This design comes from an exercise in tuning for a short achievable clock period and few clock cycles per item on the open sky130 flow, not from production work. Only simulation tests tie the RTL to the original design; equivalence was not proved. No activity file was given, so power comes from the tool's default toggle rates.

Setup of harbor:
==> flow/design.v (excerpt) <==
module cpu_top (
  input  logic           clk,
  input  logic           rst_n_i,
  input  cpu_pkg::word_t instr_i,
  input  cpu_pkg::word_t dmem_rdata_i,
  output cpu_pkg::word_t imem_addr_o,
  output cpu_pkg::word_t dmem_addr_o,
  output cpu_pkg::word_t dmem_wdata_o,
  output logic           dmem_rd_o,
  output logic           dmem_wr_o
);
export LEC_CHECK = 0
export CAP_MARGIN = 20
export CORE_MARGIN = 2
export CORE_UTILIZATION = 35
export SETUP_SLACK_MARGIN = 3.1
export SLEW_MARGIN = 20
export SYNTH_HIERARCHICAL = 1
export TNS_END_PERCENT = 50
create_clock -name core_clock -period 6.3 [get_ports {clk}]
standard.sh (not shown) runs the stock make flow with config.mk's settings and CLKGATE_MAP_FILE= SYNTH_SCRIPT=/design/flow/synth_recipe.tcl, a recipe that flattens the netlist after the stock synthesis.
==> flow/flow/run.sh <==
#!/bin/bash
# The standard layout (standard.sh, standard synthesis included), except that the port
# buffers that global placement inserts are sky130_fd_sc_hd__buf_4 rather than the delay
# buffer buffer_ports picks by itself. Every input and output port still gets its buffer.
# The whole output of the make run goes to standard_flow.log in the work folder.
set -euo pipefail
bash standard.sh 'BUFFER_PORTS_ARGS=-buffer_cell sky130_fd_sc_hd__buf_4' finish > standard_flow.log 2>&1
Testbench counts of harbor, summed over its fixed seeds: cycles 108,905, instrs 106,229.
Setup changes, harbor to juniper
--- a/flow/design.v
+++ b/flow/design.v
@@ -441,25 +441,29 @@
   );
   reg_file rd1_i (
     .regs_i(rf_flat), .sel_oh_i(if_rs1_oh), .byp_i(wb_we_q && (wb_rd_q == instr_i[19:15])),
     .byp_data_i(wb_res_q), .data_o(if_rs1)
   );
   reg_file rd2_i (
     .regs_i(rf_flat), .sel_oh_i(if_rs2_oh), .byp_i(wb_we_q && (wb_rd_q == instr_i[24:20])),
     .byp_data_i(wb_res_q), .data_o(if_rs2)
   );
   logic id_mispredict;
-  logic id_mispredict_hi;      
-  assign pc_d[15:0]  = mispredict ? ex_alt_pc_q[15:0] :
-                       (id_mispredict ? id_alt_pc_q[15:0] : if_next[15:0]);
-  assign pc_d[31:16] = mispredict ? ex_alt_pc_q[31:16] :
-                       (id_mispredict_hi ? id_alt_pc_q[31:16] : if_next[31:16]);
+  logic [3:1] id_mispredict_c;   
+  assign pc_d[7:0]   = mispredict ? ex_alt_pc_q[7:0] :
+                       (id_mispredict ? id_alt_pc_q[7:0] : if_next[7:0]);
+  assign pc_d[15:8]  = mispredict ? ex_alt_pc_q[15:8] :
+                       (id_mispredict_c[1] ? id_alt_pc_q[15:8] : if_next[15:8]);
+  assign pc_d[23:16] = mispredict ? ex_alt_pc_q[23:16] :
+                       (id_mispredict_c[2] ? id_alt_pc_q[23:16] : if_next[23:16]);
+  assign pc_d[31:24] = mispredict ? ex_alt_pc_q[31:24] :
+                       (id_mispredict_c[3] ? id_alt_pc_q[31:24] : if_next[31:24]);
   always_ff @(posedge clk or negedge rst_n_i) begin
     if (!rst_n_i) begin
       pc_q <= '0;
     end else begin
       pc_q <= pc_d;
     end
   end
   always_ff @(posedge clk or negedge rst_n_i) begin
     if (!rst_n_i) begin
       id_valid_q <= 1'b0;
@@ -523,27 +527,29 @@
   end
   logic id_go;
   assign id_go = id_valid_q && !stall && !mispredict;
   logic id_resolved;
   id_branch id_branch_i (
     .rs1_i(id_rs1), .rs2_i(id_rs2), .fwd1_i(id_fa), .fwd2_i(id_fs), .ex_a_i(ex_a_q),
     .ex_b_i(ex_b_q), .ex_cin_i(ex_sub_q), .ex_add_i(ex_add_q), .bne_i(id_bne),
     .pred_i(id_pred_q), .branch_i(id_valid_q && id_branch && !mispredict),
     .resolved_o(id_resolved), .mispredict_o(id_mispredict)
   );
-  logic id_resolved_unused;
-  id_branch id_branch_hi_i (
-    .rs1_i(id_rs1), .rs2_i(id_rs2), .fwd1_i(id_fa), .fwd2_i(id_fs), .ex_a_i(ex_a_q),
-    .ex_b_i(ex_b_q), .ex_cin_i(ex_sub_q), .ex_add_i(ex_add_q), .bne_i(id_bne),
-    .pred_i(id_pred_q), .branch_i(id_valid_q && id_branch && !mispredict),
-    .resolved_o(id_resolved_unused), .mispredict_o(id_mispredict_hi)
-  );
+  logic [3:1] id_resolved_unused;
+  for (genvar c = 1; c < 4; c++) begin : g_id_branch_copy
+    id_branch id_branch_copy_i (
+      .rs1_i(id_rs1), .rs2_i(id_rs2), .fwd1_i(id_fa), .fwd2_i(id_fs), .ex_a_i(ex_a_q),
+      .ex_b_i(ex_b_q), .ex_cin_i(ex_sub_q), .ex_add_i(ex_add_q), .bne_i(id_bne),
+      .pred_i(id_pred_q), .branch_i(id_valid_q && id_branch && !mispredict),
+      .resolved_o(id_resolved_unused[c]), .mispredict_o(id_mispredict_c[c])
+    );
+  end
   always_ff @(posedge clk or negedge rst_n_i) begin
     if (!rst_n_i) begin
       ex_we_q     <= 1'b0;
       ex_load_q   <= 1'b0;
       ex_store_q  <= 1'b0;
       ex_branch_q <= 1'b0;
       ex_check_q  <= 1'b0;
     end else begin
       ex_check_q  <= id_go && id_branch && !id_resolved;
       ex_we_q     <= id_go && id_writes;
==> run notes <==
Design area was higher in juniper than in harbor.
Between juniper and harbor, largest stage delay on the critical path is higher for harbor, juniper comes in under that.
Side by side, data arrival time of the critical path turned out higher in juniper than in harbor.
Combinational cell power sits higher in juniper than in harbor.
Overall power after layout went up slightly going from harbor to juniper.
Buffers inserted during post-CTS setup optimization, juniper vs harbor: up by more than half
harbor -> juniper: non-clock buffer count increased by more than a quarter
Going from harbor to juniper, number of vias per cell decreased by about 1.1% relative to the old numbers, wire length on met2 shows an increase of 12%, critical path depth lost 1, post-route minimum period went up 0.12 ns.
juniper — instance count after placement with tap cells included 799 higher, harbor as reference
Diff harbor -> juniper | relative area of non-clock buffer cells in the final design | increase of 1.9 points
Synthesized cell count (juniper vs. harbor) increases by a few percent
Testbench counts of juniper, summed over its fixed seeds: cycles 108,905, instrs 106,229.

-- what the ideal ports hide --
Ports are ideal in the flow. The routed layouts listed here were re-timed in OpenROAD. Step 1 sets driving cells, clkbuf_16 on the clock port and buf_2 on the other inputs (assumed; they add their load-dependent delay and slew). Step 2 also shifts input and output timing later by t, the mid clock arrival at the registers, as if the neighbouring blocks saw the same clock. a / b / c = no drivers / after step 1 / after step 2; a / b = the first two.
| run | shift t [ns] | setup WS [ns] | cell pins on the clock port's net |
|---|---|---|---|
| harbor | 0.960 | 2.851 / 2.851 / 2.024 | 1 |
| juniper | 0.955 | 2.735 / 2.735 / 2.050 | 1 |
After both steps setup and hold are still met in every run listed. The setup slack of harbor, which loses most, moves by 0.000 ns with the drivers and by -0.827 ns with both steps.
